This design comes from an exercise in tuning for small area, a short achievable clock period and few clock cycles on the open sky130 flow, not from production work.
Only simulation tests tie the RTL to the original design; equivalence was not proved.
Power and IR drop assume default switching activity.

== lane 1 ==
Design mcs51_core, start of the top module:
module mcs51_core #(
  parameter int IRAM_SIZE = mcs51_pkg::IRAM_SIZE_DEFAULT
) (
  input  logic        clk,
  input  logic        reset_n,
  output logic [15:0] code_addr,
  input  logic [7:0]  code_rdata,
  output logic [7:0]  sfr_raddr,
  input  logic [7:0]  sfr_rdata,
  output logic [7:0]  sfr_waddr,
  output logic [7:0]  sfr_wdata,
  output logic        sfr_we
);
==> flow/config.mk <==
export PLATFORM = sky130hd
export DESIGN_NAME = mcs51_core
export DESIGN_NICKNAME = mcs51_core
export VERILOG_FILES = /design/flow/design.v
export SDC_FILE = /design/flow/constraint.sdc
export NUM_CORES = 4
export LEC_CHECK = 0
export CAP_MARGIN = 20
export CORE_MARGIN = 2
export CORE_UTILIZATION = 40
export SLEW_MARGIN = 20
==> flow/constraint.sdc <==
create_clock -name core_clock -period 10.0 [get_ports {clk}]
set_input_delay 2.0000 -clock core_clock [delete_from_list [all_inputs] [get_ports {clk}]]
set_output_delay 2.0000 -clock core_clock [all_outputs]
set_load 0.01 [all_outputs]
standard.sh (not shown) runs the stock make flow with config.mk's settings and CLKGATE_MAP_FILE= SYNTH_SCRIPT=/design/flow/synth_recipe.tcl, a recipe that flattens the netlist after the stock synthesis.
==> flow/flow/run.sh <==
#!/bin/bash
# The standard ORFS layout, with timing repair aimed past the clock period
# (repair_timing's setup margin) so that the achieved period is shorter.
set -euo pipefail
bash standard.sh SETUP_SLACK_MARGIN=6.5 finish > standard_flow.log 2>&1
Every stage of the flow completed for lane 1, and the final layout passed the timing, design-rule and antenna checks.
Testbench counts of lane 1, summed over its fixed seeds: cycles 39,651.
The inputs of lane 2 differ from those of lane 1 as listed below.
--- a/flow/design.v
+++ b/flow/design.v
@@ -345,19 +345,19 @@
       sfr_wdata <= 8'h00;
     end else begin
       sfr_we    <= 1'b0;
       pend      <= 1'b0;
       fwd_hit   <= r_wr_iram && !nx_raddr[7] && (addr_eff == nx_eff);
       djnz_hz_q <= (fst == F_OPC) && r_wr_iram && (addr_eff == nx_eff);
-      r_v       <= issue && ctl[8];
-      r_alu     <= ctl[7:4];
-      r_src     <= ctl[3:2];
-      r_dst     <= ctl[1:0];
-      r_imm     <= code_rdata;
-      pend_kind <= f_opc[5:4];
-      pend_tgt  <= pc_rel;
+      r_v    <= issue && ctl[8];
+      if (issue) begin
+        r_alu <= ctl[7:4];
+        r_src <= ctl[3:2];
+        r_dst <= ctl[1:0];
+        r_imm <= code_rdata;
+      end
       case (fst)
         F_OPC: begin
           if (pend_taken) begin
             pc <= pend_tgt;
           end else begin
             pc    <= pc_inc;
@@ -374,13 +374,17 @@
             if (!is_rn2) begin
               raddr <= code_rdata;
               r_rn  <= 1'b0;
             end
             if (len == 2'd3) fst <= F_B2;
             else fst <= F_OPC;
-            if (is_jcc && cond_hz) pend <= 1'b1;
+            if (is_jcc && cond_hz) begin
+              pend      <= 1'b1;
+              pend_kind <= f_opc[5:4];
+              pend_tgt  <= pc_rel;
+            end
             if (f_opc == 8'hF5 && is_ext_sfr(code_rdata)) begin
               sfr_we    <= 1'b1;
               sfr_waddr <= code_rdata;
               sfr_wdata <= acc_fwd;
             end
           end
### Flow results
Re global-route wire length before repair: lane 1 was higher than lane 2.
The faster design of the two is lane 2; lane 1 tops out lower.
Compared with lane 1, lane 2 shows design area that has gone down slightly.
Against lane 1, lane 2 reports a power in the clock group that is lower.
Looking at area growth from synthesis to layout, lane 2 sits 1.1 points lower than lane 1 does.
Delta(delay of the slowest critical-path stage, lane 2 - lane 1) < 0
Worst setup path endpoint = pc[15]: lane 2; worst setup path endpoint = rn_one[25]: lane 1
Going from lane 1 to lane 2, core utilization moved down, simple-gate portion of the synthesized area moved down, total length of routed met3 wires moved down, buffers inserted during post-CTS setup optimization moved down, number of clock-tree buffers in the layout moved down.
Between lane 2 and lane 1, final cycle utilization of the critical path is lower for lane 2, lane 1 comes in above that.
In lane 2 the sequential share of layout area turned out 0.23 points higher than in lane 1.
Testbench counts of lane 2, summed over its fixed seeds: cycles 39,651.

Another version of the RTL of mcs51_core (not shown whole).
For scale: about 3100 cells after synthesis, about 1300 flip-flops, about 59 I/O pins, about 53000 µm² of cells after synthesis.
export LEC_CHECK = 0
export CAP_MARGIN = 20
export CORE_MARGIN = 2
export CORE_UTILIZATION = 40
export SLEW_MARGIN = 20
create_clock -name core_clock -period 10.0 [get_ports {clk}]
==> flow/flow/run.sh <==
#!/bin/bash
# The standard ORFS layout with three changes: adders are left to ABC as plain
# gates (no full/half-adder cells, which ABC cannot restructure for speed),
# timing repair aims past the clock period (repair_timing's setup margin), and
# no gate cloning, which can leave an overloaded driver after the last design
# repair.
set -euo pipefail
bash standard.sh SETUP_SLACK_MARGIN=6.5 SKIP_GATE_CLONING=1 ADDER_MAP_FILE= finish > standard_flow.log 2>&1
Testbench counts at the start, summed over its fixed seeds: cycles 39,651.
Edit:
--- a/flow/design.v
+++ b/flow/design.v
@@ -347,35 +347,24 @@
                  (f_djnz && (wb_hit ? (wb_data != 8'h01) : !rn_one[addr_eff[4:0]])) ||
                  (f_jcc && !cond_hz && cond);
   logic       issue_v;
   logic [8:0] ctl;
   always_comb begin
     case (fst)
       F_OPC:   issue_v = (len_in == 2'd1) && ctl_in[8] && !pend_taken;
       F_B1:    issue_v = !f_len3 && f_ctl[8] && !stall;
       default: issue_v = f_ctl[8];
     endcase
   end
   assign ctl = (fst == F_OPC) ? ctl_in : f_ctl;
-  logic        sel_rel;
-  logic        sel_lj;
-  logic [15:0] pc_early;
-  logic [15:0] pc_next;
-  assign sel_rel  = (fst == F_B1) && !stall && taken;
-  assign sel_lj   = (fst == F_B2) && f_ljmp;
-  assign pc_early = ((fst == F_OPC) && pend_taken) ? pend_tgt :
-                    ((fst == F_B1) && stall) ? pc : pc_inc;
-  assign pc_next  = ({16{sel_rel}} & pc_rel) |
-                    ({16{sel_lj}} & {f_op1, code_rdata}) |
-                    ({16{!sel_rel && !sel_lj}} & pc_early);
   always_ff @(posedge clk) begin
     r_alu     <= ctl[7:4];
     r_src     <= ctl[3:2];
     r_dst     <= ctl[1:0];
     r_imm     <= code_rdata;
     pend_kind <= f_opc[5:4];
     pend_tgt  <= pc_rel;
   end
   always_ff @(posedge clk) begin
     if (fst == F_OPC && !pend_taken) begin
       f_opc   <= code_rdata;
       f_len3  <= (len_in == 2'd3);
@@ -407,48 +396,52 @@
       djnz_hz_q <= 1'b0;
       fwd_hit   <= 1'b0;
       r_v       <= 1'b0;
       r_rn      <= 1'b0;
       raddr     <= 8'h00;
       sfr_we    <= 1'b0;
     end else begin
       sfr_we    <= 1'b0;
       pend      <= 1'b0;
       fwd_hit   <= r_wr_iram && !nx_raddr[7] && (addr_eff == nx_eff);
       djnz_hz_q <= (fst == F_OPC) && r_wr_iram && (addr_eff == nx_eff);
       r_v       <= issue_v;
-      pc        <= pc_next;
       case (fst)
         F_OPC: begin
-          if (!pend_taken) begin
+          if (pend_taken) begin
+            pc <= pend_tgt;
+          end else begin
+            pc      <= pc_inc;
             raddr   <= {5'b00000, code_rdata[2:0]};
             r_rn    <= 1'b1;
             if (len_in != 2'd1) fst <= F_B1;
           end
         end
         F_B1: begin
           if (!stall) begin
+            pc    <= taken ? pc_rel : pc_inc;
             if (!f_rn2) begin
               raddr <= code_rdata;
               r_rn  <= 1'b0;
             end
             if (f_len3) fst <= F_B2;
             else fst <= F_OPC;
             if (f_jcc && cond_hz) pend <= 1'b1;
             if (f_movda && is_ext_sfr(code_rdata)) begin
               sfr_we    <= 1'b1;
             end
           end
         end
         default: begin
+          pc  <= f_ljmp ? {f_op1, code_rdata} : pc_inc;
           fst <= F_OPC;
           if (f_movdi && is_ext_sfr(f_op1)) begin
             sfr_we    <= 1'b1;
           end
         end
       endcase
     end
   end
   logic [7:0] sfr_ra;
   always_ff @(posedge clk or negedge reset_n) begin
     if (!reset_n) sfr_ra <= 8'h00;
     else if (fst == F_B1) sfr_ra <= code_rdata;
Outcome: Worst setup slack gains 140 ps; first-iteration DRC count falls by 2.8%; core utilization goes up by 0.29 points; wire length rises by 1.1%; register-to-register slack gets worse by 70 ps; hold slack stays flat; global-route usage is higher by 0.47 points; via count climbs by 0.71%; final cell count goes up by 1.0%; critical path depth is unchanged; cell area went up by 0.74%.
Testbench counts after the change, summed over its fixed seeds: cycles 39,651.

==> static timing again, ports no longer ideal <==
In the flow no input, the clock included, has a driving cell. The finished layouts below were timed again as built, in two steps. Step 1, drivers: a clkbuf_16 drives clk and a buf_2 each remaining input, both assumed. Step 2 adds t to the input delays and takes it off the output delays; t is the mean of the earliest and latest rising clock arrival at the registers after step 1. Input paths then give back, and output paths get back, about the clock's delay inside the block. Three values: ideal ports, drivers, drivers and shift; two values: the first two.
run	t, ns	slack for setup (ns)	pins driven straight from the clock port
lane 1	0.833	5.230 / 5.230 / 4.536	1
lane 2	0.809	5.336 / 5.369 / 4.560	1
the first run of note 2	0.812	5.953 / 5.993 / 5.181	1
the second run of note 2	0.815	6.092 / 6.118 / 5.303	1
After both steps every run listed still meets setup and hold. For the second run of note 2, which loses most, drivers alone change the setup slack by +0.026 ns; drivers and shift together by -0.789 ns.
